Source: an optimization exercise on an open RTL-to-GDS flow (aim: small area, a short achievable clock period and few clock cycles). Production flows keep margins and buffers that such runs may drop. Only simulation tests tie the RTL to the original design; equivalence was not proved. Power is estimated from default activity; no workload was simulated.

$ cat config.mk
export PLATFORM = sky130hd
export DESIGN_NAME = sort_xcel
export DESIGN_NICKNAME = sort_xcel
export VERILOG_FILES = /design/flow/design.v
export SDC_FILE = /design/flow/constraint.sdc
export NUM_CORES = 4
export LEC_CHECK = 0
export CAP_MARGIN = 20
export CORE_MARGIN = 2
export CORE_UTILIZATION = 40
export SETUP_SLACK_MARGIN = 4.7
export SLEW_MARGIN = 20
$ cat constraint.sdc
create_clock -name core_clock -period 9.0 [get_ports {clk}]
set_input_delay 1.8000 -clock core_clock [delete_from_list [all_inputs] [get_ports {clk}]]
set_output_delay 1.8000 -clock core_clock [all_outputs]
set_load 0.01 [all_outputs]
$ cat design.v
`default_nettype none
package sort_pkg;
  localparam int DATA_W = 32;
  localparam int IDX_W  = 16;
  localparam logic [1:0] REG_GO    = 2'd0;
  localparam logic [1:0] REG_BASE  = 2'd1;
  localparam logic [1:0] REG_SIZE  = 2'd2;
  localparam logic [1:0] REG_STACK = 2'd3;
endpackage
`default_nettype wire
`timescale 1ns/100ps
`default_nettype none
module sort_xcel_regs (
  input  wire logic                        clk,
  input  wire logic                        xcel_req_val_i,
  output logic                             xcel_req_rdy_o,
  input  wire logic                        xcel_req_write_i,
  input  wire logic [1:0]                  xcel_req_addr_i,
  input  wire logic [sort_pkg::DATA_W-1:0] xcel_req_data_i,
  output logic                             xcel_resp_val_o,
  input  wire logic                        xcel_resp_rdy_i,
  output logic [sort_pkg::DATA_W-1:0]      xcel_resp_data_o,
  input  wire logic                        busy_i,
  output logic                             go_o,
  output logic [29:0]                      base_o,    
  output logic [sort_pkg::IDX_W-1:0]       size_o,
  output logic [29:0]                      stack_o    
);
  logic wr_xfer;
  assign xcel_req_rdy_o   = !busy_i && xcel_resp_rdy_i;
  assign xcel_resp_val_o  = xcel_req_val_i && !busy_i;
  assign xcel_resp_data_o = {{(sort_pkg::DATA_W-1){1'b0}}, !xcel_req_write_i};
  assign wr_xfer          = xcel_req_val_i && xcel_req_rdy_o && xcel_req_write_i;
  assign go_o             = wr_xfer && (xcel_req_addr_i == sort_pkg::REG_GO);
  always_ff @(posedge clk) begin
    if (wr_xfer) begin
      case (xcel_req_addr_i)
        sort_pkg::REG_BASE:  base_o  <= xcel_req_data_i[31:2];
        sort_pkg::REG_SIZE:  size_o  <= xcel_req_data_i[sort_pkg::IDX_W-1:0];
        sort_pkg::REG_STACK: stack_o <= xcel_req_data_i[31:2];
        default: ;
      endcase
    end
  end
endmodule
`default_nettype wire
`timescale 1ns/100ps
`default_nettype none
module sort_xcel (
  input  wire logic                        clk,
  input  wire logic                        reset,
  input  wire logic                        xcel_req_val_i,
  output logic                             xcel_req_rdy_o,
  input  wire logic                        xcel_req_write_i,
  input  wire logic [1:0]                  xcel_req_addr_i,
  input  wire logic [sort_pkg::DATA_W-1:0] xcel_req_data_i,
  output logic                             xcel_resp_val_o,
  input  wire logic                        xcel_resp_rdy_i,
  output logic [sort_pkg::DATA_W-1:0]      xcel_resp_data_o,
  output logic                             mem_req_val_o,
  input  wire logic                        mem_req_rdy_i,
  output logic                             mem_req_write_o,
  output logic [sort_pkg::DATA_W-1:0]      mem_req_addr_o,
  output logic [sort_pkg::DATA_W-1:0]      mem_req_data_o,
  input  wire logic                        mem_resp_val_i,
  output logic                             mem_resp_rdy_o,
  input  wire logic                        mem_resp_write_i,
  input  wire logic [sort_pkg::DATA_W-1:0] mem_resp_data_i
);
  localparam int DW = sort_pkg::DATA_W;
  localparam int IW = sort_pkg::IDX_W;
  logic          busy, go;
  logic [29:0]   base_w, stack_w;
  logic [IW-1:0] n;
  sort_xcel_regs i_regs (
    .clk,
    .xcel_req_val_i, .xcel_req_rdy_o, .xcel_req_write_i, .xcel_req_addr_i,
    .xcel_req_data_i, .xcel_resp_val_o, .xcel_resp_rdy_i, .xcel_resp_data_o,
    .busy_i(busy), .go_o(go), .base_o(base_w), .size_o(n), .stack_o(stack_w)
  );
  logic [IW+1:0] w;           
  logic          pre;         
  logic          src_arr;     
  logic          dst_arr;     
  logic          all_done;
  logic          first_odd;   
  assign all_done = pre ? (n <= 16'd1) : ({2'b0, n} <= w);
  assign first_odd = !((n > 16'd8) ^ (n > 16'd32) ^ (n > 16'd128) ^ (n > 16'd512) ^
                       (n > 16'd2048) ^ (n > 16'd8192) ^ (n > 16'd32768));
  logic [3:0][IW-1:0] r, e;     
  logic [3:0]         left;     
  logic [3:0]         lastr;    
  logic [1:0]         sstep;    
  logic               sbusy;    
  logic [1:0]         sact;     
  logic               rd_idle, rd_end;
  logic [IW-1:0]      sbase;    
  logic [IW+2:0]      ssum;
  logic [IW-1:0]      send;
  logic [IW+1:0]      rw_w;     
  always_comb begin
    for (int k = 0; k < 4; k++) begin
      left[k]  = (r[k] != e[k]);
      lastr[k] = (r[k] + 1'b1 == e[k]);
    end
  end
  assign rd_idle = !(|left) && !sbusy;
  assign rd_end  = rd_idle && (e[3] == n);
  assign rw_w    = pre ? {{IW{1'b0}}, 2'b10} : w;
  assign ssum    = {3'b0, sbase} + {1'b0, rw_w};
  assign send    = (ssum >= {3'b0, n}) ? n : ssum[IW-1:0];
  logic [3:0][DW-1:0] hd, xd, hd_d, xd_d;
  logic [3:0]         hv, hl, xv, xl, hv_d, hl_d, xv_d, xl_d;
  logic [3:0][1:0]    occ;      
  logic [3:0][3:0]    gt;       
  logic [3:0]         ltx;      
  logic [3:0]         swap;
  logic [3:0]         done;
  logic [3:0][2:0] tq;
  logic [2:0]      tq_h;
  logic [1:0]      trp, twp;
  logic [2:0]      tcnt;
  logic            rsp;
  logic [3:0]      push;
  logic [2:0]      tnew;
  assign rsp  = mem_resp_val_i && !mem_resp_write_i;
  assign tq_h = tq[trp];
  always_comb for (int k = 0; k < 4; k++) push[k] = rsp && (tq_h[2:1] == k);
  logic [1:0][1:0] mq;
  logic [1:0]      mcnt;
  logic [3:0]      act;
  always_comb for (int k = 0; k < 4; k++) act[k] = (mcnt != 2'd0) && (k <= mq[0]);
  logic          pwv;         
  logic [DW-1:0] pwd;
  logic [IW-1:0] wp;          
  logic [3:0]    live, ready, win, pop, fin, ht_x, ht_rsp, xt_rsp;
  logic          all_ready, pop_any, merge_end;
  always_comb begin
    for (int k = 0; k < 4; k++) begin
      swap[k]  = pre && hv[k] && !hl[k] && xv[k] && ltx[k];
      live[k]  = act[k] && !done[k];
      ready[k] = hv[k] && (!pre || hl[k] || (xv[k] && !ltx[k]));
    end
    all_ready = 1'b1;
    for (int k = 0; k < 4; k++) if (live[k] && !ready[k]) all_ready = 1'b0;
    for (int k = 0; k < 4; k++) begin
      win[k] = live[k];
      for (int j = 0; j < 4; j++) begin
        if (j > k && live[j] &&  gt[k][j]) win[k] = 1'b0;
        if (j < k && live[j] && !gt[j][k]) win[k] = 1'b0;
      end
    end
    pop_any   = busy && !pwv && all_ready && (|live);
    merge_end = 1'b0;
    for (int k = 0; k < 4; k++) begin
      pop[k] = pop_any && win[k];
      fin[k] = pop[k] && hl[k];
      if (fin[k] && ((live & ~(4'b1 << k)) == 4'b0)) merge_end = 1'b1;
    end
  end
  always_comb begin
    for (int k = 0; k < 4; k++) begin
      ht_x[k]   = (pop[k] && xv[k]) || swap[k];
      ht_rsp[k] = push[k] && (pop[k] ? !xv[k] : !hv[k]);
      xt_rsp[k] = push[k] && !ht_rsp[k];
      hd_d[k] = ht_rsp[k] ? mem_resp_data_i : ht_x[k] ? xd[k] : hd[k];
      hl_d[k] = ht_rsp[k] ? tq_h[0] : (pop[k] && xv[k]) ? xl[k] : hl[k];
      hv_d[k] = ht_rsp[k] || (pop[k] ? xv[k] : hv[k]);
      xd_d[k] = xt_rsp[k] ? mem_resp_data_i : swap[k] ? hd[k] : xd[k];
      xl_d[k] = xt_rsp[k] ? tq_h[0] : xl[k];
      xv_d[k] = xt_rsp[k] || (xv[k] && !pop[k]);
    end
  end
  logic          rv, rwr;
  logic [29:0]   raddr;
  logic [DW-1:0] rdata;
  logic          rfree, iss_w, iss_r, rd_any;
  logic [3:0]    fb, sel, iss;
  logic [3:0]    popl;
  assign rfree = !rv || mem_req_rdy_i;
  always_comb begin
    logic found;
    found = 1'b0;
    for (int k = 0; k < 4; k++) begin
      fb[k] = 1'b0;
      if (!found && left[k] && !occ[k][1]) begin
        fb[k] = 1'b1;
        found = 1'b1;
      end
    end
    popl = pop & left;
    sel  = (|popl) ? popl : fb;
  end
  assign rd_any = (|sel) && (tcnt != 3'd4);
  assign iss_w  = rfree && pwv;
  assign iss_r  = busy && rfree && !pwv && rd_any;
  assign iss    = iss_r ? sel : 4'b0;
  logic [29:0]   rbase, addr;
  logic [IW-1:0] ridx, rsel;
  logic [13:0]   rhi1;
  logic [16:0]   rlo;
  always_comb begin
    rsel = '0;
    for (int k = 0; k < 4; k++) if (sel[k]) rsel = rsel | r[k];
    tnew = '0;
    for (int k = 0; k < 4; k++) if (sel[k]) tnew = tnew | {k[1:0], lastr[k]};
  end
  assign rbase = (pwv ? dst_arr : src_arr) ? base_w : stack_w;
  assign ridx  = pwv ? wp : rsel;
  assign rhi1  = rbase[29:16] + 1'b1;
  assign rlo   = {1'b0, rbase[15:0]} + {1'b0, ridx};
  assign addr  = {rlo[16] ? rhi1 : rbase[29:16], rlo[15:0]};
  assign mem_req_val_o   = rv;
  assign mem_req_write_o = rwr;
  assign mem_req_addr_o  = {raddr, 2'b00};
  assign mem_req_data_o  = rdata;
  assign mem_resp_rdy_o  = 1'b1;
  logic pass_end, setup_go;
  assign pass_end = busy && !all_done && rd_end && (wp == n);
  assign setup_go = busy && !all_done && rd_idle && (e[3] != n) && (mcnt != 2'd2);
  always_ff @(posedge clk) begin
    if (reset) begin
      busy  <= 1'b0;
      rv    <= 1'b0;
      pwv   <= 1'b0;
      occ   <= '0;
      tcnt  <= '0;
      twp   <= '0;
      trp   <= '0;
      hv    <= '0;
      xv    <= '0;
      done  <= '0;
      sbusy <= 1'b0;
      mcnt  <= '0;
    end else begin
      hv <= hv_d;
      xv <= xv_d;
      for (int k = 0; k < 4; k++) occ[k] <= occ[k] + iss[k] - pop[k];
      tcnt <= tcnt + iss_r - rsp;
      if (iss_r) twp <= twp + 1'b1;
      if (rsp)   trp <= trp + 1'b1;
      if (merge_end) done <= '0;
      else           done <= done | fin;
      if (pop_any)    pwv <= 1'b1;
      else if (iss_w) pwv <= 1'b0;
      if (rfree) rv <= iss_w || iss_r;
      if (go) begin
        busy <= 1'b1;
      end else if (busy && all_done && !pwv && rfree) begin
        busy <= 1'b0;
      end
      if (setup_go) sbusy <= 1'b1;
      else if (mpush) sbusy <= 1'b0;
      mcnt <= mcnt + mpush - merge_end;
    end
  end
  logic       mpush;
  logic [1:0] mval;
  assign mpush = sbusy && (sstep == 2'd3);
  assign mval  = (sbase < n) ? 2'd3 : sact;
  always_ff @(posedge clk) begin
    if (merge_end) mq[0] <= mq[1];
    if (mpush) mq[mcnt[0] ^ merge_end] <= mval;
  end
  always_ff @(posedge clk) begin
    if (iss_r) tq[twp] <= tnew;
  end
  always_ff @(posedge clk) begin
    hd <= hd_d;
    xd <= xd_d;
    hl <= hl_d;
    xl <= xl_d;
    for (int k = 0; k < 4; k++) begin
      ltx[k] <= (xd_d[k] < hd_d[k]);
      for (int j = 0; j < 4; j++) gt[k][j] <= (j > k) && (hd_d[j] < hd_d[k]);
    end
    for (int k = 0; k < 4; k++) if (pop[k]) pwd <= hd[k];
    if (rfree) begin
      rwr   <= iss_w;
      raddr <= addr;
      rdata <= pwd;
    end
    if (go) begin
      w       <= {{(IW-2){1'b0}}, 4'b1000};
      pre     <= 1'b1;
      src_arr <= 1'b1;
      dst_arr <= first_odd;
      r       <= '0;
      e       <= '0;
      wp      <= '0;
      sstep   <= '0;
      sbase   <= '0;
    end else if (pass_end) begin
      if (!pre) w <= {w[IW-1:0], 2'b00};
      pre     <= 1'b0;
      src_arr <= dst_arr;
      dst_arr <= !dst_arr;
      r       <= '0;
      e       <= '0;
      wp      <= '0;
      sbase   <= '0;
    end else begin
      if (iss_w) wp <= wp + 1'b1;
      for (int k = 0; k < 4; k++) if (iss[k]) r[k] <= r[k] + 1'b1;
      if (sbusy) begin
        r[sstep] <= sbase;
        e[sstep] <= send;
        sbase    <= send;
        sstep    <= sstep + 1'b1;
        if (sbase < n) sact <= sstep;
      end
    end
  end
endmodule
`default_nettype wire
$ cat run.sh
#!/bin/bash
# synth_recipe.tcl (not shown) runs the flow's synth.tcl, then flattens the netlist and writes it again
# the make line also repeats each setting of config.mk as NAME=value (left out here)
make -C /OpenROAD-flow-scripts/flow DESIGN_CONFIG=/design/flow/config.mk WORK_HOME=/design/flow/orfs CLKGATE_MAP_FILE= SYNTH_SCRIPT=/design/flow/synth_recipe.tcl finish
==> impl_metrics.json, run 1 <==
{
  "outcome": "complete, no violations",
  "htree_levels": 3,
  "min_period_ns": 5.726,
  "cts_num_sinks": 669,
  "synth_edf_count": 196,
  "critical-path-max-stage-delay_ns": 0.67,
  "grt-ovfl-total": 0,
  "cts_buffer_depth": 3,
  "vias": 34400,
  "syn2layout_area_growth_pct": 27.23,
  "synth_area_sq_um": 40280,
  "drv_cap": 0,
  "clk_pin_slew_ns": 0.06,
  "setup-violations-final": 0,
  "ir_drop_uv": 162.8,
  "ys_seq_area_share_pct": 38.12,
  "hold_buffers": 0,
  "synth-seq-cells": 669,
  "required_ns": 9.40,
  "period_share_pct": 63.62,
  "drtIter0Drc": 3029,
  "max_clock_freq_mhz": 174.7,
  "arrival_ns": 6.13,
  "grt_pass1_wl_microns": 205700,
  "root_buffer": "clkbuf_16",
  "grt_usage_pct": 26.16,
  "first_pass_iters": 7,
  "syn_avg_cell_area_sq_um": 9.337,
  "num-fill-cells": 8849,
  "path_class": "reg2reg",
  "post-dp-hpwl_microns": 93100,
  "hold_viol": 0,
  "drtAntennaViolNets": 0,
  "port_buffers": 140,
  "drc": 0,
  "die-area_sq_um": 103300,
  "clk_latency_ns": 0.66,
  "crit_fanout": 5,
  "drv_slew": 0,
  "cp_slowest_cell": "a222oi_1",
  "antenna_cells": 0,
  "p_leak_nw": 22.59,
  "drive_above_1_share_pct": 20.10,
  "die_w_microns": 321.3,
  "synthFlopType": "dfxtp_1",
  "final_cells": 5975,
  "die_y_microns": 321.3,
  "start_util_pct": 40.28,
  "grt_pass1_vias": 32320,
  "rows": 116,
  "numCtsBuffers": 78,
  "yosysWarningCount": 2,
  "synth_cell_types": 97,
  "routed_wirelength_microns": 143700,
  "cp-end-kind": "flip-flop",
  "power_density_nw_per_um2": 248.4,
  "io_pins": 175,
  "start_kind": "flip-flop",
  "viasPerCell": 5.758,
  "fin_worst_skew_ns": 0.02340,
  "synthArstFlopShare_pct": 0,
  "grt_max_degree": 60,
  "max_slew_margin_pct": 19.64,
  "gp_congestion": 0.9471,
  "tritoncts": "yes",
  "wl_per_cell_microns": 24.06,
  "core_sq_um": 100000,
  "finalInstanceArea_sq_um": 51250,
  "dpl_cell_area_sq_um": 42970,
  "finalSetupTns_ns": 0,
  "synthCells": 4314,
  "worstHoldPathType": "reg2reg",
  "rsz0062_at_grt": "true",
  "antenna_found_initial": 1,
  "place_inst": 5557,
  "worst_pin_slew_ns": 1.202,
  "cpMostUsedCell": "buf_6",
  "final_nets": 5090
}
==> power by group <==
group	switching (mW)	leakage, nW	internal [mW]
clock network	1.38	1.34	2.03
logic	3.00	15.5	2.28
registers	0.455	5.78	3.58
total	4.84	22.6	7.89
==> synth_stat cells, types with 11 or more instances <==
cell	n	area share, %
a211oi_1	31	0.58
o21ai_0	251	3.1
mux2_2	11	0.31
or2_2	12	0.19
a222oi_1	16	0.40
ha_1	402	12
and3_1	24	0.37
nor2_1	258	2.4
a21oi_1	263	3.3
and2_1	17	0.26
dfxtp_1	473	24
xnor2_1	164	3.6
o21ai_1	14	0.17
o211ai_1	12	0.22
a31oi_1	23	0.36
inv_1	208	1.9
buf_2	37	0.46
edfxtp_1	196	15
nand2_1	449	4.2
nor4_1	31	0.48
nor3_1	35	0.43
a22o_1	60	1.3
a21o_1	103	1.9
clkbuf_1	157	1.5
xor2_1	116	2.5
nor2b_1	67	1.0
clkbuf_2	23	0.29
o22ai_1	13	0.20
buf_1	23	0.21
buf_4	41	0.76
o2bb2ai_1	69	1.5
o21a_1	13	0.24
a221o_1	35	0.87
nand4_1	105	1.6
mux2i_1	290	7.2
nand3_1	68	0.84
nand2b_1	43	0.67
==> kinds of logic (layout without fill, tap and decap cells) <==
| kind of cell | count (synthesis) | after routing | share of synthesized area, % |
|---|---|---|---|
| flops | 669 | 669 | 38.12 |
| buf+inv | 502 | 826 | 5.377 |
| other cells | 2 | 34 | 0.01864 |
| xor+xnor | 280 | 280 | 6.088 |
| simple gates | 1152 | 1158 | 13.46 |
| mux | 305 | 305 | 7.709 |
| compound gates | 1000 | 1001 | 16.64 |
| fa+ha+maj | 404 | 404 | 12.59 |
==> state kept, by name (all words and copies together), names as in the netlist, 3 cells and up, named ones only <==
signal and cells:
occ 8, wp 16, i_regs.size_o 16, i_regs.base_o 30
rdata 32, xl 4, r 64, gt 6
w 8, i_regs.stack_o 30, xv 4, done 4
hv 4, hl 4, tcnt 3, xd 128
e 64, ltx 4, tq 12, hd 128
sbase 16, raddr 30, pwd 32
==> through the flow <==
stage / hold slack [ns] / total power [mW] / utilization, % / worst slack, ns
4_1_cts: 0.4094 / 12.14 / 48.70 / 3.124
5_1_grt: 0.4192 / 13.36 / 51.25 / 3.142
2_1_floorplan: 0.4003 / 6.753 / - / 4.009
6_report: 0.4056 / 12.73 / 51.25 / 3.274
3_3_place_gp: 0.4036 / 8.132 / 42.96 / 2.187
3_5_place_dp: 0.4056 / 8.196 / 42.97 / 2.165
==> layout make-up <==
class | instances | area [sq um] | area share, %
multi-input combinational | 3182 | 25810 | 50.36
sequential | 669 | 15390 | 30.04
timing repair buffer | 467 | 4855 | 9.473
clock buffer | 104 | 2181 | 4.255
tap | 1298 | 1624 | 3.169
inverter | 214 | 850.8 | 1.660
clock inverter | 41 | 533.0 | 1.040
==> routing by layer <==
layer  wire length [microns]  up-vias  global-route usage, %
li1                        -    16120                      -
met1                   60620    16670                  34.48
met2                   67050     1265                  43.70
met3                    9098      355                  3.104
met4                    6975        0                  10.11
met5                       0        -                      0
==> worst paths after layout <==
kind | start | end | slack [ns] | depth (start not counted)
setup / recovery | mcnt[1]$_SDFF_PP0_ | raddr[6]$_DFFE_PN_ | 3.27 | 28
hold / removal | pwd[7]$_DFFE_PP_ | rdata[7]$_DFFE_PN_ | 0.41 | 0
setup reg to reg | mcnt[1]$_SDFF_PP0_ | raddr[6]$_DFFE_PN_ | 3.27 | 28
hold reg to reg | pwd[7]$_DFFE_PP_ | rdata[7]$_DFFE_PN_ | 0.41 | 0
==> placed cells by master, fill, tap and decap left out, types with 38 or more instances in the layout <==
| cell | Yosys | layout |
|---|---|---|
| dfxtp_1 | 473 | 454 |
| nand2_1 | 449 | 435 |
| ha_1 | 402 | 377 |
| mux2i_1 | 290 | 277 |
| nor2_1 | 258 | 226 |
| inv_1 | 208 | 196 |
| edfxtp_1 | 196 | 196 |
| a21oi_1 | 263 | 192 |
| buf_4 | 41 | 188 |
| o21ai_0 | 251 | 175 |
| xnor2_1 | 164 | 155 |
| clkdlybuf4s50_1 | 0 | 132 |
| xor2_1 | 116 | 115 |
| nand4_1 | 105 | 105 |
| a21o_1 | 103 | 103 |
| buf_6 | 7 | 85 |
| clkbuf_16 | 0 | 82 |
| o2bb2ai_2 | 0 | 62 |
| nor2b_1 | 67 | 59 |
| a22o_1 | 60 | 59 |
| nand3_1 | 68 | 58 |
| a21oi_2 | 3 | 45 |
| o21ai_1 | 14 | 45 |
| nand2b_1 | 43 | 38 |
| buf_12 | 0 | 38 |
==> worst max-delay path, delay by kind of cell, from the launching register on <==
family / cells / cell delay (ns)
DFF: 1 / 0.37
xor gates and xnor gates: 1 / 0.07
AOI/OAI and AO/OA: 9 / 2.30
buffers and inverters: 15 / 1.71
and+or+nand+nor: 2 / 0.59
adders and majority gates: 1 / 0.41
==> repair_timing <==
action,in CTS,in global routing
resized for setup,330,364
pin swaps,86,117
hold endpoints to repair,0,0
endpoints found under the setup margin,239,141
gates cloned,9,5
buffers inserted,173,86
Testbench counts, summed over its fixed seeds: cycles 89,519.
==> inputs of run 2 (changes only) <==
--- a/design.v
+++ b/design.v
@@ -78,6 +78,20 @@
     .xcel_req_data_i, .xcel_resp_val_o, .xcel_resp_rdy_i, .xcel_resp_data_o,
     .busy_i(busy), .go_o(go), .base_o(base_w), .size_o(n), .stack_o(stack_w)
   );
+  function automatic logic [16:0] add16(input logic [15:0] a, input logic [15:0] b);
+    logic [15:0] p, g, pp, gg;
+    p = a ^ b;
+    g = a & b;
+    pp = p;
+    gg = g;
+    for (int d = 1; d < 16; d = d * 2) begin
+      for (int i = 15; i >= d; i--) begin
+        gg[i] = gg[i] | (pp[i] & gg[i-d]);
+        pp[i] = pp[i] & pp[i-d];
+      end
+    end
+    add16 = {gg[15], p ^ {gg[14:0], 1'b0}};
+  endfunction
   logic [IW+1:0] w;           
   logic          pre;         
   logic          src_arr;     
@@ -87,33 +101,40 @@
   assign all_done = pre ? (n <= 16'd1) : ({2'b0, n} <= w);
   assign first_odd = !((n > 16'd8) ^ (n > 16'd32) ^ (n > 16'd128) ^ (n > 16'd512) ^
                        (n > 16'd2048) ^ (n > 16'd8192) ^ (n > 16'd32768));
-  logic [3:0][IW-1:0] r, e;     
+  logic [IW-1:0]      lo;       
+  logic [3:0][IW-1:0] o, oi;    
+  logic [3:0][IW-1:0] ra;       
+  logic [3:0][IW:0]   kw;       
+  logic [3:0]         ract;     
   logic [3:0]         left;     
   logic [3:0]         lastr;    
-  logic [1:0]         sstep;    
-  logic               sbusy;    
-  logic [1:0]         sact;     
-  logic               rd_idle, rd_end;
-  logic [IW-1:0]      sbase;    
-  logic [IW+2:0]      ssum;
-  logic [IW-1:0]      send;
+  logic               need_desc;  
+  logic [IW+2:0]      lo_nx;
+  logic               rd_last;  
+  logic               rd_done;
   logic [IW+1:0]      rw_w;     
+  assign rw_w  = pre ? {{IW{1'b0}}, 2'b10} : w;
+  assign kw[0] = '0;
+  assign kw[1] = rw_w[IW:0];
+  assign kw[2] = {rw_w[IW-1:0], 1'b0};
+  assign kw[3] = rw_w[IW:0] | {rw_w[IW-1:0], 1'b0};
   always_comb begin
     for (int k = 0; k < 4; k++) begin
-      left[k]  = (r[k] != e[k]);
-      lastr[k] = (r[k] + 1'b1 == e[k]);
+      oi[k]    = o[k] + 1'b1;
+      ra[k]    = lo | kw[k][IW-1:0] | o[k];
+      ract[k]  = (({1'b0, lo} | kw[k]) < {1'b0, n});
+      lastr[k] = (|(oi[k] & rw_w[IW-1:0])) || ((lo | kw[k][IW-1:0] | oi[k]) == n);
     end
   end
-  assign rd_idle = !(|left) && !sbusy;
-  assign rd_end  = rd_idle && (e[3] == n);
-  assign rw_w    = pre ? {{IW{1'b0}}, 2'b10} : w;
-  assign ssum    = {3'b0, sbase} + {1'b0, rw_w};
-  assign send    = (ssum >= {3'b0, n}) ? n : ssum[IW-1:0];
+  assign lo_nx   = {3'b0, lo} + {rw_w, 2'b00};
+  assign rd_last = (lo_nx >= {3'b0, n});
+  assign rd_done = !(|left) && !need_desc;
   logic [3:0][DW-1:0] hd, xd, hd_d, xd_d;
   logic [3:0]         hv, hl, xv, xl, hv_d, hl_d, xv_d, xl_d;
   logic [3:0][1:0]    occ;      
   logic [3:0][3:0]    gt;       
   logic [3:0]         ltx;      
+  logic               rlt;      
   logic [3:0]         swap;
   logic [3:0]         done;
   logic [3:0][2:0] tq;
@@ -130,6 +151,7 @@
   logic [1:0]      mcnt;
   logic [3:0]      act;
   always_comb for (int k = 0; k < 4; k++) act[k] = (mcnt != 2'd0) && (k <= mq[0]);
+  assign rlt = mem_resp_data_i < hd[tq_h[2:1]];
   logic          pwv;         
   logic [DW-1:0] pwd;
   logic [IW-1:0] wp;          
@@ -193,7 +215,7 @@
   end
   assign rd_any = (|sel) && (tcnt != 3'd4);
   assign iss_w  = rfree && pwv;
-  assign iss_r  = busy && rfree && !pwv && rd_any;
+  assign iss_r  = busy && !all_done && rfree && !pwv && rd_any;
   assign iss    = iss_r ? sel : 4'b0;
   logic [29:0]   rbase, addr;
   logic [IW-1:0] ridx, rsel;
@@ -201,23 +223,23 @@
   logic [16:0]   rlo;
   always_comb begin
     rsel = '0;
-    for (int k = 0; k < 4; k++) if (sel[k]) rsel = rsel | r[k];
+    for (int k = 0; k < 4; k++) if (sel[k]) rsel = rsel | ra[k];
     tnew = '0;
     for (int k = 0; k < 4; k++) if (sel[k]) tnew = tnew | {k[1:0], lastr[k]};
   end
   assign rbase = (pwv ? dst_arr : src_arr) ? base_w : stack_w;
   assign ridx  = pwv ? wp : rsel;
   assign rhi1  = rbase[29:16] + 1'b1;
-  assign rlo   = {1'b0, rbase[15:0]} + {1'b0, ridx};
+  assign rlo   = add16(rbase[15:0], ridx);
   assign addr  = {rlo[16] ? rhi1 : rbase[29:16], rlo[15:0]};
   assign mem_req_val_o   = rv;
   assign mem_req_write_o = rwr;
   assign mem_req_addr_o  = {raddr, 2'b00};
   assign mem_req_data_o  = rdata;
   assign mem_resp_rdy_o  = 1'b1;
-  logic pass_end, setup_go;
-  assign pass_end = busy && !all_done && rd_end && (wp == n);
-  assign setup_go = busy && !all_done && rd_idle && (e[3] != n) && (mcnt != 2'd2);
+  logic pass_end, advance;
+  assign pass_end = busy && !all_done && rd_done && rd_last && (wp == n);
+  assign advance  = busy && !all_done && rd_done && !rd_last;
   always_ff @(posedge clk) begin
     if (reset) begin
       busy  <= 1'b0;
@@ -230,7 +252,6 @@
       hv    <= '0;
       xv    <= '0;
       done  <= '0;
-      sbusy <= 1'b0;
       mcnt  <= '0;
     end else begin
       hv <= hv_d;
@@ -249,15 +270,13 @@
       end else if (busy && all_done && !pwv && rfree) begin
         busy <= 1'b0;
       end
-      if (setup_go) sbusy <= 1'b1;
-      else if (mpush) sbusy <= 1'b0;
       mcnt <= mcnt + mpush - merge_end;
     end
   end
   logic       mpush;
   logic [1:0] mval;
-  assign mpush = sbusy && (sstep == 2'd3);
-  assign mval  = (sbase < n) ? 2'd3 : sact;
+  assign mpush = busy && !all_done && need_desc && (mcnt != 2'd2);
+  assign mval  = ract[3] ? 2'd3 : ract[2] ? 2'd2 : ract[1] ? 2'd1 : 2'd0;
   always_ff @(posedge clk) begin
     if (merge_end) mq[0] <= mq[1];
     if (mpush) mq[mcnt[0] ^ merge_end] <= mval;
@@ -271,7 +290,8 @@
     hl <= hl_d;
     xl <= xl_d;
     for (int k = 0; k < 4; k++) begin
-      ltx[k] <= (xd_d[k] < hd_d[k]);
+      if (xt_rsp[k])    ltx[k] <= rlt;
+      else if (swap[k]) ltx[k] <= 1'b0;
       for (int j = 0; j < 4; j++) gt[k][j] <= (j > k) && (hd_d[j] < hd_d[k]);
     end
     for (int k = 0; k < 4; k++) if (pop[k]) pwd <= hd[k];
@@ -285,29 +305,31 @@
       pre     <= 1'b1;
       src_arr <= 1'b1;
       dst_arr <= first_odd;
-      r       <= '0;
-      e       <= '0;
+      lo      <= '0;
+      o       <= '0;
+      left    <= '0;
+      need_desc <= 1'b1;
       wp      <= '0;
-      sstep   <= '0;
-      sbase   <= '0;
     end else if (pass_end) begin
       if (!pre) w <= {w[IW-1:0], 2'b00};
       pre     <= 1'b0;
       src_arr <= dst_arr;
       dst_arr <= !dst_arr;
-      r       <= '0;
-      e       <= '0;
+      lo      <= '0;
+      o       <= '0;
+      left    <= '0;
+      need_desc <= 1'b1;
       wp      <= '0;
-      sbase   <= '0;
     end else begin
       if (iss_w) wp <= wp + 1'b1;
-      for (int k = 0; k < 4; k++) if (iss[k]) r[k] <= r[k] + 1'b1;
-      if (sbusy) begin
-        r[sstep] <= sbase;
-        e[sstep] <= send;
-        sbase    <= send;
-        sstep    <= sstep + 1'b1;
-        if (sbase < n) sact <= sstep;
+      for (int k = 0; k < 4; k++) if (iss[k]) o[k] <= oi[k];
+      if (mpush) need_desc <= 1'b0;
+      if (mpush) left <= ract;
+      else for (int k = 0; k < 4; k++) if (iss[k]) left[k] <= !lastr[k];
+      if (advance) begin
+        lo        <= lo_nx[IW-1:0];
+        o         <= '0;
+        need_desc <= 1'b1;
       end
     end
   end
==> run 2 against run 1 <==
Net effect: count of clock-buffer cells in the layout down 7; still clean on timing, DRC and antenna; flip-flop and latch count down 67; setup slack better by 0.52 ns; non-clock buffer count down 49; register-to-register slack better by 0.52 ns; die area down 7.7%.
==> impl_metrics.json, run 2 <==
{
  "post-dp-hpwl_microns": 84260,
  "cpLargestDelayFamily": "compound AO/OA/AOI/OAI gates",
  "grt_usage_pct": 26.29,
  "setup_slack_ns": 3.798,
  "routed_wirelength_microns": 132400,
  "drv_slew": 0,
  "cp_slowest_cell": "a2111o_1",
  "viasPerCell": 5.824,
  "root_buffer": "clkbuf_16",
  "synth_top_area_share_pct": 26.35,
  "htree_levels": 3,
  "drv_cap": 0,
  "start_kind": "flip-flop",
  "drive_above_1_share_pct": 22.84,
  "combPwrFrac_pct": 29.7,
  "layout_commonest_cell": "edfxtp_1",
  "grt-ovfl-total": 0,
  "cpMostUsedCell": "buf_4",
  "p_int_mw": 6.040,
  "synthCells": 3683,
  "finalPower_mw": 8.993,
  "finalSetupTns_ns": 0,
  "rsz0062_at_grt": "true",
  "reg_top3": "hd: 128 flops, xd: 128 flops, o: 64 flops",
  "ir_drop_uv": 180.7,
  "ys_seq_area_share_pct": 41.21,
  "hold_viol": 0,
  "worst_pin_slew_ns": 1.057,
  "synth_area_leaders": "edfxtp_1 26%, dfxtp_1 15%, ha_1 10%",
  "port_buffers": 140,
  "required_ns": 9.36,
  "ff2ff_setup_slack_ns": 3.80,
  "multi_input_area_sq_um": 22130,
  "path_class": "reg2reg",
  "tritoncts": "yes",
  "core_sq_um": 91800,
  "wl_per_cell_microns": 24.96,
  "clk_latency_ns": 0.65,
  "yosysWarningCount": 2,
  "synth_edf_count": 326,
  "syn2layout_area_growth_pct": 25.44,
  "p_leak_nw": 18.95,
  "p_sw_mw": 2.953,
  "power_frac_clock_pct": 32.1,
  "ys_top_cells_by_count": "360 x nor2_1, 326 x edfxtp_1, 311 x ha_1, 276 x dfxtp_1, 213 x inv_1",
  "hold_buffers": 0,
  "grt_pass1_vias": 29450,
  "p_seq_share_pct": 38.2,
  "worst-path-stages": 23,
  "power_density_nw_per_um2": 192.9,
  "synth_top_area_cell": "edfxtp_1",
  "die_y_microns": 308.8,
  "die-area_sq_um": 95350,
  "syn_avg_cell_area_sq_um": 10.09,
  "io_pins": 175,
  "max_slew_margin_pct": 29.51,
  "worstHoldPathType": "reg2reg",
  "critical_path.startpoint": "mcnt[0]$_SDFF_PP0_",
  "layout_common_cells": "326 x edfxtp_1, 316 x nor2_1, 281 x ha_1",
  "outcome": "complete, no violations",
  "cp-end-kind": "flip-flop",
  "crit_fanout": 6,
  "die_w_microns": 308.8,
  "gp_congestion": 0.9898,
  "max_clock_freq_mhz": 192.2,
  "drtIter0Drc": 3050,
  "cts_buffer_depth": 3,
  "place_ws_ns": 2.740,
  "p_sw_share_pct": 32.84,
  "clk_pin_slew_ns": 0.06,
  "synthFlopType": "edfxtp_1",
  "grt_pass1_wl_microns": 188600,
  "rows": 111,
  "final_nets": 4389,
  "setup-violations-final": 0,
  "critical-path-max-stage-delay_ns": 0.46,
  "first_pass_iters": 8,
  "synth-seq-cells": 602,
  "synthArstFlopShare_pct": 0,
  "min_period_ns": 5.202,
  "reg2regPathDepth": 23,
  "vias": 30890,
  "r2r_end": "raddr[22]$_DFFE_PN_",
  "synth_most_common_cell": "nor2_1",
  "synth_cell_types": 95,
  "cts_num_sinks": 602,
  "drtAntennaViolNets": 0,
  "period_share_pct": 57.80,
  "synth_area_sq_um": 37160,
  "crit_chain": "nor2_4 -> nor3_4 -> buf_4 -> a2111o_1 -> o21ai_4 -> a2111oi_4 -> o21a_4 -> buf_12 -> buf_8 -> buf_4 -> a221oi_1 -> a32oi_2 -> ha_4 -> nor4_4 -> a21o_1 -> a211oi_2 -> o31a_1 -> a211oi_4 -> nor2b_2 -> nor2b_4 -> buf_4 -> a221oi_4 -> a21oi_1",
  "fin_worst_skew_ns": 0.02558,
  "start_util_pct": 40.48,
  "antenna_found_initial": 4,
  "r2r-start": "mcnt[0]$_SDFF_PP0_",
  "num-fill-cells": 8285,
  "regArea_sq_um": 15340,
  "numCtsBuffers": 70,
  "crit_buf_inv": 5,
  "crit_path_end": "raddr[22]$_DFFE_PN_",
  "arrival_ns": 5.57,
  "grt_max_degree": 61,
  "drc": 0
}
run 2: repair_timing:
| item | CTS | global route |
|---|---|---|
| resized for setup | 282 | 237 |
| pin swaps | 127 | 145 |
| endpoints found under the setup margin | 192 | 181 |
| buffers inserted | 114 | 98 |
| cloned | 20 | 12 |
run 2: final cells by class:
type	count	area share, %
diodes	2	0.01074
well taps	1243	3.337
repair buffers	418	9.581
clock buffers	97	4.153
flip-flops and latches	602	32.91
clock inverters	32	0.7248
inverters	220	1.812
multi-input cells	2690	47.48
run 2: kinds of logic (layout without fill, tap and decap cells):
family,count (synthesis),count (layout),share of synthesized area (%)
multiplexers,380,380,11.92
flip-flops,602,602,41.21
adder cells (fa/ha/maj),313,313,10.58
buffers and inverters,436,767,5.068
other,2,36,0.02021
AO/OA/AOI/OAI,720,720,12.73
XOR/XNOR,239,239,5.633
AND/OR/NAND/NOR,991,1004,12.84
run 2: through the flow:
stage | instance area [sq um] | std cells | util [%] | hold WS (ns)
global placement | 39840 | 4929 | 43.40 | 0.4032
CTS | 44620 | 5192 | 48.61 | 0.4184
finish | 46610 | 5304 | 50.77 | 0.4194
floorplan | 37580 | 3715 | - | 0.4003
global route | 46600 | 5302 | 50.77 | 0.4233
detailed placement | 39840 | 4929 | 43.40 | 0.4045
run 2: layer usage:
metal	vias up	global-route usage (%)	share of wire, %	wire length, microns
li1	14010	-	-	-
met1	15050	33.47	40	53290
met2	1410	43.34	46	61280
met3	416	3.919	7.5	9930
met4	8	13.56	5.9	7844
met5	-	0	0.043	57
run 2: worst min-delay path by stage:
stage	from	endpoint	slack, ns	depth (start not counted)
CTS	pwd[23]$_DFFE_PP_	rdata[23]$_DFFE_PN_	0.42	0
global route	pwd[9]$_DFFE_PP_	rdata[9]$_DFFE_PN_	0.42	0
global placement	pwd[25]$_DFFE_PP_	rdata[25]$_DFFE_PN_	0.40	0
finish	pwd[23]$_DFFE_PP_	rdata[23]$_DFFE_PN_	0.42	0
floorplan	pwd[0]$_DFFE_PP_	rdata[0]$_DFFE_PN_	0.40	0
detailed placement	pwd[23]$_DFFE_PP_	rdata[23]$_DFFE_PN_	0.40	0
run 2: power groups by stage:
stage / Sequential (mW) / Clock (mW) / Combinational [mW]
CTS: 3.42 / 2.93 / 2.48
floorplan: 3.38 / 0 / 1.59
detailed placement: 3.47 / 0 / 2.21
global placement: 3.47 / 0 / 2.20
finish: 3.44 / 2.89 / 2.67
global route: 3.46 / 3.03 / 2.92
Testbench counts of run 2, summed over its fixed seeds: cycles 88,745.
==> inputs of run 3 (changes only) <==
--- a/design.v
+++ b/design.v
@@ -148,19 +148,28 @@
   assign tq_h = tq[trp];
   always_comb for (int k = 0; k < 4; k++) push[k] = rsp && (tq_h[2:1] == k);
   logic [1:0][1:0] mq;
+  logic            mpush;
+  logic [1:0]      mval;
   logic [1:0]      mcnt;
   logic [3:0]      act;
-  always_comb for (int k = 0; k < 4; k++) act[k] = (mcnt != 2'd0) && (k <= mq[0]);
+  logic [3:0] live, done_n;
+  logic [1:0] mq0_n;
+  logic       mact_n;
+  always_comb begin
+    mact_n = merge_end ? (mcnt == 2'd2 || mpush) : (mcnt != 2'd0 || mpush);
+    mq0_n  = merge_end ? ((mcnt == 2'd2) ? mq[1] : mval) : ((mcnt == 2'd0) ? mval : mq[0]);
+    done_n = merge_end ? 4'b0 : (done | fin);
+    for (int k = 0; k < 4; k++) act[k] = mact_n && (k <= mq0_n);
+  end
   assign rlt = mem_resp_data_i < hd[tq_h[2:1]];
   logic          pwv;         
   logic [DW-1:0] pwd;
   logic [IW-1:0] wp;          
-  logic [3:0]    live, ready, win, pop, fin, ht_x, ht_rsp, xt_rsp;
+  logic [3:0]    ready, win, pop, fin, ht_x, ht_rsp, xt_rsp;
   logic          all_ready, pop_any, merge_end;
   always_comb begin
     for (int k = 0; k < 4; k++) begin
       swap[k]  = pre && hv[k] && !hl[k] && xv[k] && ltx[k];
-      live[k]  = act[k] && !done[k];
       ready[k] = hv[k] && (!pre || hl[k] || (xv[k] && !ltx[k]));
     end
     all_ready = 1'b1;
@@ -252,6 +261,7 @@
       hv    <= '0;
       xv    <= '0;
       done  <= '0;
+      live  <= '0;
       mcnt  <= '0;
     end else begin
       hv <= hv_d;
@@ -260,8 +270,8 @@
       tcnt <= tcnt + iss_r - rsp;
       if (iss_r) twp <= twp + 1'b1;
       if (rsp)   trp <= trp + 1'b1;
-      if (merge_end) done <= '0;
-      else           done <= done | fin;
+      done <= done_n;
+      live <= act & ~done_n;
       if (pop_any)    pwv <= 1'b1;
       else if (iss_w) pwv <= 1'b0;
       if (rfree) rv <= iss_w || iss_r;
@@ -273,8 +283,6 @@
       mcnt <= mcnt + mpush - merge_end;
     end
   end
-  logic       mpush;
-  logic [1:0] mval;
   assign mpush = busy && !all_done && need_desc && (mcnt != 2'd2);
   assign mval  = ract[3] ? 2'd3 : ract[2] ? 2'd2 : ract[1] ? 2'd1 : 2'd0;
   always_ff @(posedge clk) begin
--- a/config.mk
+++ b/config.mk
@@ -5,8 +5,9 @@
 export SDC_FILE = /design/flow/constraint.sdc
 export NUM_CORES = 4
 export LEC_CHECK = 0
+export ABC_AREA = 1
 export CAP_MARGIN = 20
 export CORE_MARGIN = 2
-export CORE_UTILIZATION = 40
+export CORE_UTILIZATION = 55
 export SETUP_SLACK_MARGIN = 4.7
 export SLEW_MARGIN = 20
==> run 3 against run 2 <==
Net effect: largest cell class unchanged; setup slack better by 0.69 ns; largest power group unchanged; synthesized cell count up 25%; clock power is 2% higher; final area down 5.4%.
==> impl_metrics.json, run 3 <==
{
  "hp-start": "pwd[21]$_DFFE_PP_",
  "final_nets": 5230,
  "arrival_ns": 4.86,
  "max_clock_freq_mhz": 221.7,
  "finalPower_mw": 9.865,
  "reg_top3": "hd: 128 flops, xd: 128 flops, o: 64 flops",
  "period_share_pct": 50.11,
  "critical-path-max-stage-delay_ns": 0.45,
  "start_kind": "flip-flop",
  "crit_fanout": 8,
  "routed_wirelength_microns": 133500,
  "synth_top_area_share_pct": 26.60,
  "synthArstFlopShare_pct": 0,
  "setup-violations-final": 0,
  "core_sq_um": 65980,
  "combPwrFrac_pct": 33.8,
  "crit_chain": "buf_4 -> buf_6 -> buf_6 -> buf_8 -> nor2_1 -> nor2_2 -> inv_1 -> o21ai_0 -> nand4_1 -> o22a_1 -> ha_1 -> nand2_1 -> inv_1 -> a221oi_2 -> nand2_4 -> buf_4 -> buf_6 -> nand3_4 -> nor3_4 -> xor2_1",
  "syn_avg_cell_area_sq_um": 7.998,
  "finalSetupTns_ns": 0,
  "die_y_microns": 262.7,
  "numCtsBuffers": 70,
  "synth_area_leaders": "edfxtp_1 27%, dfxtp_1 15%, nand2_1 11%",
  "drc": 0,
  "grt_max_degree": 69,
  "grt_pass1_vias": 32160,
  "yosysWarningCount": 2,
  "min_period_ns": 4.510,
  "worstHoldPathType": "reg2reg",
  "cpMostUsedCell": "buf_6",
  "rows": 94,
  "ys_seq_area_share_pct": 41.84,
  "p_seq_share_pct": 36.2,
  "r2r_end": "raddr[27]$_DFFE_PN_",
  "max_slew_margin_pct": 26.95,
  "clk_latency_ns": 0.63,
  "fin_worst_skew_ns": 0.02752,
  "drv_cap": 0,
  "drtAntennaViolNets": 0,
  "power_frac_clock_pct": 30.0,
  "hold_viol": 0,
  "whs_ns": 0.4175,
  "p_sw_mw": 3.503,
  "required_ns": 9.35,
  "drv_slew": 0,
  "layout_common_cells": "1080 x nand2_1, 515 x inv_1, 416 x o21ai_0",
  "grt_usage_pct": 36.93,
  "grt_pass1_wl_microns": 195400,
  "power_density_nw_per_um2": 223.8,
  "syn2layout_area_growth_pct": 19.78,
  "r2r-start": "pre$_SDFFE_PP1P_",
  "ir_drop_uv": 152.0,
  "synth_area_sq_um": 36800,
  "ys_top_cells_by_count": "1124 x nand2_1, 527 x inv_1, 506 x o21ai_0, 326 x edfxtp_1, 311 x ha_1",
  "outcome": "complete, no violations",
  "die_w_microns": 262.7,
  "gr-usage-met2_pct": 60.69,
  "die-area_sq_um": 68990,
  "place_inst": 5491,
  "path_class": "reg2reg",
  "synth_most_common_cell": "nand2_1",
  "clk_pin_slew_ns": 0.06,
  "rsz0062_at_grt": "true",
  "p_int_mw": 6.362,
  "p_leak_nw": 18.89,
  "grtUsageMet1_pct": 46.33,
  "synth_edf_count": 326,
  "synth_cell_types": 61,
  "cts_num_sinks": 606,
  "p_sw_share_pct": 35.51,
  "ff2ff_setup_slack_ns": 4.49,
  "tritoncts": "yes",
  "worst_pin_slew_ns": 1.096,
  "cp_slowest_cell": "nor2_2",
  "viasPerCell": 5.978,
  "gp_congestion": 1.019,
  "htree_levels": 3,
  "layout_commonest_cell": "nand2_1",
  "final_cells": 5762,
  "hold_buffers": 0,
  "drtIter0Drc": 3853,
  "antenna_found_initial": 1,
  "port_buffers": 140,
  "first_pass_iters": 7,
  "synthCells": 4601,
  "cts_buffer_depth": 3,
  "drive_above_1_share_pct": 11.88,
  "cp-end-kind": "flip-flop",
  "grt.busiest_layer": "met2",
  "grt-ovfl-total": 0,
  "reg2regPathDepth": 20,
  "synth-seq-cells": 606,
  "grt_util_met3_pct": 5.650,
  "post-dp-hpwl_microns": 86940,
  "synth_top_area_cell": "edfxtp_1",
  "vias": 34450,
  "root_buffer": "clkbuf_16",
  "start_util_pct": 55.77,
  "holdPathStages": 0,
  "whs_endpoint": "rdata[21]$_DFFE_PN_",
  "io_pins": 175,
  "wl_per_cell_microns": 23.17,
  "synthFlopType": "edfxtp_1"
}
## run 3: power groups by stage
| stage | sequential [mW] | combinational (mW) | clock (mW) |
|---|---|---|---|
| 6_report | 3.57 | 3.34 | 2.96 |
| 5_1_grt | 3.60 | 3.73 | 3.08 |
| 4_1_cts | 3.55 | 3.16 | 2.98 |
| 3_5_place_dp | 3.60 | 2.94 | 0 |
| 3_3_place_gp | 3.60 | 2.89 | 0 |
| 2_1_floorplan | 3.52 | 2.04 | 0 |
## run 3: layout make-up
cell class,instances,area [sq um]
Clock buffer,92,1927
Sequential cell,606,15400
Clock inverter,34,412.9
Tap cell,864,1081
Timing Repair Buffer,324,3171
Timing Repair inverter,2,12.51
Fill cell,5637,21910
Multi-Input combinational cell,3296,19940
Antenna cell,1,2.502
Inverter,543,2118
## run 3: worst max-delay path, delay by kind of cell, from the launching register on
kind / cells / cell delay (ns)
flip-flops: 1 / 0.42
AO/OA/AOI/OAI: 3 / 1.05
AND/OR/NAND/NOR: 7 / 1.34
XOR/XNOR: 1 / 0.16
buffers and inverters: 8 / 0.92
adder cells (fa/ha/maj): 1 / 0.34
## run 3: worst max path at each step
stage,start,endpoint,slack [ns]
6_report,pre$_SDFFE_PP1P_,raddr[27]$_DFFE_PN_,4.49
5_1_grt,pre$_SDFFE_PP1P_,o[14]$_SDFFE_PP0P_,4.36
4_1_cts,hl[0]$_DFFE_PP_,raddr[28]$_DFFE_PN_,4.39
3_5_place_dp,pwv$_SDFFE_PP0P_,raddr[28]$_DFFE_PN_,2.48
3_3_place_gp,pwv$_SDFFE_PP0P_,raddr[28]$_DFFE_PN_,2.59
2_1_floorplan,xcel_req_val_i,i_regs.base_o[0]$_DFFE_PP_,4.27
## run 3: per-stage QoR
stage          worst slack (ns)  util (%)  cell area (sq um)
2_1_floorplan             4.265         -              36940
3_3_place_gp              2.588     59.09              38990
3_5_place_dp              2.482     59.14              39020
4_1_cts                   4.391     65.11              42960
5_1_grt                   4.357     66.80              44070
6_report                  4.490     66.80              44070
## run 3: kinds of logic after synthesis
| family | count (synthesis) | synth area share, % |
|---|---|---|
| adders and majority gates | 313 | 10.68 |
| DFF | 606 | 41.84 |
| AOI/OAI and AO/OA | 1026 | 15.73 |
| other | 2 | 0.02041 |
| and+or+nand+nor | 1770 | 20.13 |
| buffers and inverters | 738 | 7.977 |
| muxes | 26 | 0.7651 |
| xor gates and xnor gates | 120 | 2.856 |
## run 3: layer usage
| layer | part of all wire (%) | vias up |
|---|---|---|
| met3 | 8.8 | 480 |
| li1 | - | 16190 |
| met5 | 0 | - |
| met4 | 7.1 | 0 |
| met2 | 46 | 1854 |
| met1 | 39 | 15920 |
## run 3: what timing repair did
action | 4_1_cts | 5_1_grt
setup buffers | 89 | 36
hold endpoints to repair | 0 | 0
pin swaps | 55 | 59
endpoints found under the setup margin | 202 | 155
resized for setup | 257 | 188
gates cloned | 11 | 7
Testbench counts of run 3, summed over its fixed seeds: cycles 88,745.
==> inputs of run 4 (changes only) <==
--- a/config.mk
+++ b/config.mk
@@ -8,6 +8,6 @@
 export ABC_AREA = 1
 export CAP_MARGIN = 20
 export CORE_MARGIN = 2
-export CORE_UTILIZATION = 55
+export CORE_UTILIZATION = 40
 export SETUP_SLACK_MARGIN = 4.7
 export SLEW_MARGIN = 20
==> run 4 against run 3 <==
Net effect: clock skew increased by 0.0016 ns; hold slack is essentially flat; still clean; synthesized area unchanged; final cell count increased by 7.1%; wire length grew 4.5%; die area is 37% higher; largest power group unchanged; non-clock buffer count up 65; combinational power up 5%.
==> impl_metrics.json, run 4 <==
{
  "outcome": "complete, no violations",
  "first_pass_iters": 6,
  "port_buffers": 140,
  "synth_top_area_share_pct": 26.60,
  "max_slew_margin_pct": 25.87,
  "numCtsBuffers": 73,
  "yosysWarningCount": 2,
  "ys_seq_area_share_pct": 41.84,
  "drive_above_1_share_pct": 15.38,
  "hold_viol": 0,
  "grt_pass1_vias": 32940,
  "routed_wirelength_microns": 139400,
  "grt_pass1_wl_microns": 202500,
  "setup-violations-final": 0,
  "start_kind": "flip-flop",
  "cpLargestDelayFamily": "buffers and inverters",
  "gp_congestion": 0.9993,
  "synth_top_area_cell": "edfxtp_1",
  "finalSetupTns_ns": 0,
  "syn_avg_cell_area_sq_um": 7.998,
  "antenna_found_initial": 2,
  "min_period_ns": 4.601,
  "hp-start": "pwd[4]$_DFFE_PP_",
  "p_leak_nw": 19.36,
  "final_nets": 5309,
  "ir_drop_uv": 135.6,
  "drtIter0Drc": 3398,
  "die_w_microns": 307.3,
  "synthFlopType": "edfxtp_1",
  "r2r-start": "pre$_SDFFE_PP1P_",
  "synth_edf_count": 326,
  "cts_buffer_depth": 3,
  "fin_worst_skew_ns": 0.02913,
  "syn2layout_area_growth_pct": 24.42,
  "tritoncts": "yes",
  "die_y_microns": 307.3,
  "num-fill-cells": 8696,
  "rows": 111,
  "core_sq_um": 91390,
  "max_clock_freq_mhz": 217.3,
  "grt_usage_pct": 28.20,
  "clk_latency_ns": 0.65,
  "drc": 0,
  "synth-seq-cells": 606,
  "synth_area_leaders": "edfxtp_1 27%, dfxtp_1 15%, nand2_1 11%",
  "whs_ns": 0.4174,
  "synth_most_common_cell": "nand2_1",
  "start_util_pct": 40.27,
  "critical-path-max-stage-delay_ns": 0.48,
  "synthArstFlopShare_pct": 0,
  "arrival_ns": 5.14,
  "layout_common_cells": "1073 x nand2_1, 511 x inv_1, 429 x o21ai_0",
  "vias": 34950,
  "period_share_pct": 51.12,
  "crit_buf_inv": 12,
  "worstHoldPathType": "reg2reg",
  "viasPerCell": 5.664,
  "rsz0062_at_grt": "true",
  "cp-end-kind": "flip-flop",
  "critical_path.startpoint": "pre$_SDFFE_PP1P_",
  "required_ns": 9.53,
  "cp_slowest_cell": "dfxtp_4",
  "synth_cell_types": 61,
  "ys_top_cells_by_count": "1124 x nand2_1, 527 x inv_1, 506 x o21ai_0, 326 x edfxtp_1, 311 x ha_1",
  "layout_commonest_cell": "nand2_1",
  "crit_fanout": 6,
  "drv_cap": 0,
  "clk_pin_slew_ns": 0.06,
  "grt_max_degree": 69,
  "synth_area_sq_um": 36800,
  "synthCells": 4601,
  "htree_levels": 3,
  "die-area_sq_um": 94430,
  "post-dp-hpwl_microns": 89600,
  "io_pins": 175,
  "grt-ovfl-total": 0,
  "reg_top3": "hd: 128 flops, xd: 128 flops, o: 64 flops",
  "root_buffer": "clkbuf_16",
  "path_class": "reg2reg",
  "cts_num_sinks": 606,
  "power_density_nw_per_um2": 220.6,
  "worst_pin_slew_ns": 1.111,
  "drtAntennaViolNets": 0,
  "wl_per_cell_microns": 22.60,
  "drv_slew": 0
}
-- run 4: cell counts after synthesis --
No cell type changed its count.
-- run 4: layout make-up --
class / count / area, sq um / share of cell area [%]
inverter: 543 / 2132 / 4.657
clock inverter: 32 / 332.8 / 0.7269
sequential: 606 / 15410 / 33.65
antenna: 2 / 5.005 / 0.01093
clock buffer: 103 / 2073 / 4.528
timing repair buffer: 389 / 3737 / 8.163
timing repair inverter: 2 / 17.52 / 0.03826
multi-input combinational: 3307 / 20590 / 44.98
tap: 1186 / 1484 / 3.241
-- run 4: metrics by stage --
step	worst slack, ns	std cells	util, %	area, sq um	power, mW
5_1_grt	4.264	6168	50.09	45780	10.67
4_1_cts	4.441	6108	48.35	44180	9.873
6_report	4.399	6170	50.10	45780	10.10
3_3_place_gp	2.608	5809	43.07	39360	6.542
3_5_place_dp	2.445	5809	43.07	39360	6.585
2_1_floorplan	4.265	4633	-	36940	5.567
-- run 4: report_power, final --
group	leakage (nW)	internal [mW]	switching [mW]	total, mW
logic	12.8	1.40	2.09	3.50
registers	5.35	3.28	0.292	3.57
clock network	1.18	1.76	1.27	3.03
total	19.4	6.44	3.66	10.1
-- run 4: cell families (layout without fill, tap and decap cells) --
| family | count (synthesis) | in the layout | synth area share, % |
|---|---|---|---|
| and+or+nand+nor | 1770 | 1788 | 20.13 |
| AOI/OAI and AO/OA | 1026 | 1026 | 15.73 |
| buffers and inverters | 738 | 1069 | 7.977 |
| DFF | 606 | 606 | 41.84 |
| adders and majority gates | 313 | 313 | 10.68 |
| xor gates and xnor gates | 120 | 120 | 2.856 |
| muxes | 26 | 26 | 0.7651 |
| other | 2 | 36 | 0.02041 |
-- run 4: what timing repair did --
item,CTS,global route
hold buffers,0,0
endpoints found under the setup margin,297,148
gates cloned,17,11
endpoints found under the hold margin,0,0
setup buffers,147,48
pin swaps,74,95
resized for setup,284,268
-- run 4: path summary, 6_finish.rpt --
kind                   endpoint  slack, ns  cells after the start
max          o[14]$_SDFFE_PP0P_       4.40                     33
min          rdata[4]$_DFFE_PN_       0.42                      0
min reg2reg  rdata[4]$_DFFE_PN_       0.42                      0
max reg2reg  o[14]$_SDFFE_PP0P_       4.40                     33
-- run 4: layer usage --
layer,part of all wire [%],vias to the layer above,global-route usage [%]
met2,45,1661,45.76
met5,0,-,0
met3,8.0,454,4.542
met4,6.4,0,15.59
met1,40,16440,35.84
li1,-,16390,-
==> inputs of run 5 (changes only) <==
--- a/design.v
+++ b/design.v
@@ -165,6 +165,7 @@
   logic          pwv;         
   logic [DW-1:0] pwd;
   logic [IW-1:0] wp;          
+  logic [3:0]    hs_rsp, xs_rsp;
   logic [3:0]    ready, win, pop, fin, ht_x, ht_rsp, xt_rsp;
   logic          all_ready, pop_any, merge_end;
   always_comb begin
@@ -194,10 +195,12 @@
       ht_x[k]   = (pop[k] && xv[k]) || swap[k];
       ht_rsp[k] = push[k] && (pop[k] ? !xv[k] : !hv[k]);
       xt_rsp[k] = push[k] && !ht_rsp[k];
-      hd_d[k] = ht_rsp[k] ? mem_resp_data_i : ht_x[k] ? xd[k] : hd[k];
+      hs_rsp[k] = (tq_h[2:1] == k) && (pop[k] ? !xv[k] : !hv[k]);
+      xs_rsp[k] = (tq_h[2:1] == k) && (pop[k] ? xv[k] : (hv[k] && !xv[k]));
+      hd_d[k] = hs_rsp[k] ? mem_resp_data_i : ht_x[k] ? xd[k] : hd[k];
       hl_d[k] = ht_rsp[k] ? tq_h[0] : (pop[k] && xv[k]) ? xl[k] : hl[k];
       hv_d[k] = ht_rsp[k] || (pop[k] ? xv[k] : hv[k]);
-      xd_d[k] = xt_rsp[k] ? mem_resp_data_i : swap[k] ? hd[k] : xd[k];
+      xd_d[k] = xs_rsp[k] ? mem_resp_data_i : swap[k] ? hd[k] : xd[k];
       xl_d[k] = xt_rsp[k] ? tq_h[0] : xl[k];
       xv_d[k] = xt_rsp[k] || (xv[k] && !pop[k]);
     end
==> run 5 against run 4 <==
Net effect: critical path type unchanged; final area is 3.6% lower; register-to-register slack improved by 0.19 ns; utilization shrank 1.9 points; clock skew is essentially flat; sequential power hardly changed; wire length fell by 1.3%; final cell count fell by 2.4%; critical endpoint is now raddr[14]$_DFFE_PN_; still clean; hold slack about the same.
==> impl_metrics.json, run 5 <==
{
  "die_y_microns": 307.7,
  "synth_area_leaders": "edfxtp_1 27%, dfxtp_1 15%, ha_1 11%",
  "drive_above_1_share_pct": 11.72,
  "worstHoldPathType": "reg2reg",
  "grt_pass1_vias": 31560,
  "synthCells": 4540,
  "start_kind": "flip-flop",
  "synth_top_area_cell": "edfxtp_1",
  "finalSetupTns_ns": 0,
  "cpMostUsedCell": "a21oi_2",
  "io_pins": 175,
  "p_sw_share_pct": 35.52,
  "p_sw_mw": 3.361,
  "drc": 0,
  "viasPerCell": 5.657,
  "synth_most_common_cell": "nand2_1",
  "gp_congestion": 1.002,
  "drv_slew": 0,
  "synth_edf_count": 326,
  "crit_fanout": 7,
  "clk_latency_ns": 0.63,
  "drtIter0Drc": 3662,
  "max_slew_margin_pct": 22.68,
  "ys_top_cells_by_count": "980 x nand2_1, 529 x inv_1, 500 x o21ai_0, 326 x edfxtp_1, 311 x ha_1",
  "final_nets": 5164,
  "period_share_pct": 49.02,
  "reg_top3": "hd: 128 flops, xd: 128 flops, o: 64 flops",
  "setup_slack_ns": 4.588,
  "synth_top_area_share_pct": 26.53,
  "grt_pass1_wl_microns": 197700,
  "htree_levels": 3,
  "root_buffer": "clkbuf_16",
  "ys_seq_area_share_pct": 41.72,
  "clk_pin_slew_ns": 0.06,
  "min_period_ns": 4.412,
  "yosysWarningCount": 2,
  "num-fill-cells": 8828,
  "dr_wl_met3_microns": 11670,
  "die-area_sq_um": 94690,
  "post-dp-hpwl_microns": 89820,
  "power_frac_clock_pct": 30.5,
  "combPwrFrac_pct": 31.6,
  "synthFlopType": "edfxtp_1",
  "die_w_microns": 307.7,
  "layout_commonest_cell": "nand2_1",
  "grt-ovfl-total": 0,
  "synth-seq-cells": 606,
  "rows": 111,
  "hold_viol": 0,
  "rsz0062_at_grt": "true",
  "outcome": "complete, no violations",
  "start_util_pct": 40.32,
  "path_class": "reg2reg",
  "syn2layout_area_growth_pct": 19.61,
  "cts_num_sinks": 606,
  "core_sq_um": 91520,
  "max_clock_freq_mhz": 226.7,
  "synth_area_sq_um": 36900,
  "required_ns": 9.36,
  "critical-path-max-stage-delay_ns": 0.42,
  "routed_wirelength_microns": 137600,
  "cp_slowest_cell": "edfxtp_1",
  "wl_per_cell_microns": 22.86,
  "grt_max_degree": 66,
  "layout_common_cells": "950 x nand2_1, 516 x inv_1, 457 x o21ai_0",
  "antenna_found_initial": 4,
  "p_leak_nw": 18.88,
  "top_layer": "met5",
  "ir_drop_uv": 145.4,
  "synth_cell_types": 66,
  "drv_cap": 0,
  "power_density_nw_per_um2": 214.4,
  "tritoncts": "yes",
  "worst_pin_slew_ns": 1.145,
  "p_seq_share_pct": 38.0,
  "grt_usage_pct": 27.60,
  "fin_worst_skew_ns": 0.02875,
  "syn_avg_cell_area_sq_um": 8.128,
  "wl_met2_microns": 62780,
  "first_pass_iters": 10,
  "wl_met1_microns": 55120,
  "vias": 34070,
  "place_ws_ns": 2.653,
  "port_buffers": 140,
  "p_int_mw": 6.100,
  "antenna_cells": 0,
  "numCtsBuffers": 73,
  "setup-violations-final": 0,
  "hold_buffers": 0,
  "cp-end-kind": "flip-flop",
  "arrival_ns": 4.77,
  "drtAntennaViolNets": 0,
  "synthArstFlopShare_pct": 0,
  "cts_buffer_depth": 3
}
run 5: metal layers:
layer / global-route usage, % / vias up
met1: 35.33 / 16010
met4: 13.49 / 6
met2: 45.44 / 1588
met3: 4.198 / 433
met5: 0 / -
li1: - / 16030
run 5: cell type report:
cell class	instances	area, sq um	share of cell area, %
multi-input combinational	3226	19620	44.46
sequential	606	15420	34.93
timing repair buffer	319	3158	7.156
inverter	549	2145	4.859
clock buffer	108	2092	4.740
tap	1186	1484	3.362
clock inverter	26	200.2	0.4536
timing repair inverter	2	15.01	0.03402
run 5: worst paths after layout:
path                     start                  end  slack [ns]  depth (start not counted)
max reg2reg    hl[2]$_DFFE_PP_  raddr[14]$_DFFE_PN_        4.59                         32
max            hl[2]$_DFFE_PP_  raddr[14]$_DFFE_PN_        4.59                         32
min          pwd[19]$_DFFE_PP_  rdata[19]$_DFFE_PN_        0.42                          0
min reg2reg  pwd[19]$_DFFE_PP_  rdata[19]$_DFFE_PN_        0.42                          0
run 5: worst max-delay path, delay by kind of cell, from the launching register on:
family	cells	cell delay [ns]
AOI/OAI and AO/OA	10	1.47
and+or+nand+nor	12	0.99
buffers and inverters	8	0.79
DFF	1	0.42
adders and majority gates	1	0.32
xor gates and xnor gates	1	0.14
run 5: power groups by stage:
stage	Clock (mW)	Combinational (mW)	Sequential, mW
6_report	2.88	2.99	3.59
5_1_grt	3.03	3.34	3.62
4_1_cts	2.92	2.82	3.57
3_5_place_dp	0	2.67	3.62
3_3_place_gp	0	2.62	3.62
2_1_floorplan	0	1.84	3.51
run 5: kinds of logic after synthesis:
logic type / share of synthesized area, %
fa+ha+maj: 10.65
xor+xnor: 3.228
compound gates: 16.55
simple gates: 18.81
buf+inv: 8.192
flops: 41.72
mux: 0.8274
other cells: 0.02035
run 5: what timing repair did:
item                                    4_1_cts  5_1_grt
gates resized for setup                     163      153
endpoints found under the setup margin      175      137
setup buffers                                70       54
cloned                                        9       10
pin swaps                                    59       71
run 5: through the flow:
step	power [mW]	utilization (%)	cell area, sq um	instances	hold slack (ns)
after floorplan	5.348	-	37060	4572	0.4003
after global placement	6.243	43.06	39410	5744	0.4015
after detailed placement	6.287	43.06	39410	5744	0.4052
after CTS	9.317	46.89	42920	5957	0.4189
after global routing	9.985	48.22	44130	6022	0.4234
final	9.461	48.22	44130	6022	0.4173
Testbench counts of run 5, summed over its fixed seeds: cycles 88,745.

[what the ideal ports hide]
The flow's constraints put no driver on any port. The routed layouts listed below were extracted and timed again, unchanged, in two steps.
Step 1, drivers: a clkbuf_16 drives clk and a buf_2 each remaining input, both assumed.
Step 2 adds t to the input delays and takes it off the output delays; t is the mean of the earliest and latest rising clock arrival at the registers after step 1. Input paths then give back, and output paths get back, about the clock's delay inside the block.
Slacks: ideal / step 1 / step 2; pairs: ideal / step 1.
run	t, ns	setup slack, ns	worst setup path after step 2	slew at the worst register clock pin (ns)
run 1	0.716	3.274 / 3.274 / 3.274	register to register	0.06 / 0.06
run 2	0.704	3.798 / 3.798 / 3.647	input to register	0.07 / 0.07
run 3	0.678	4.490 / 4.490 / 4.113	input to register	0.06 / 0.06
run 4	0.702	4.399 / 4.399 / 3.988	input to register	0.06 / 0.06
run 5	0.692	4.588 / 4.588 / 4.225	input to register	0.06 / 0.06
After both steps setup and hold are still met in every run listed. For run 4, which loses most, drivers alone change the setup slack by 0.000 ns; drivers and shift together by -0.411 ns.
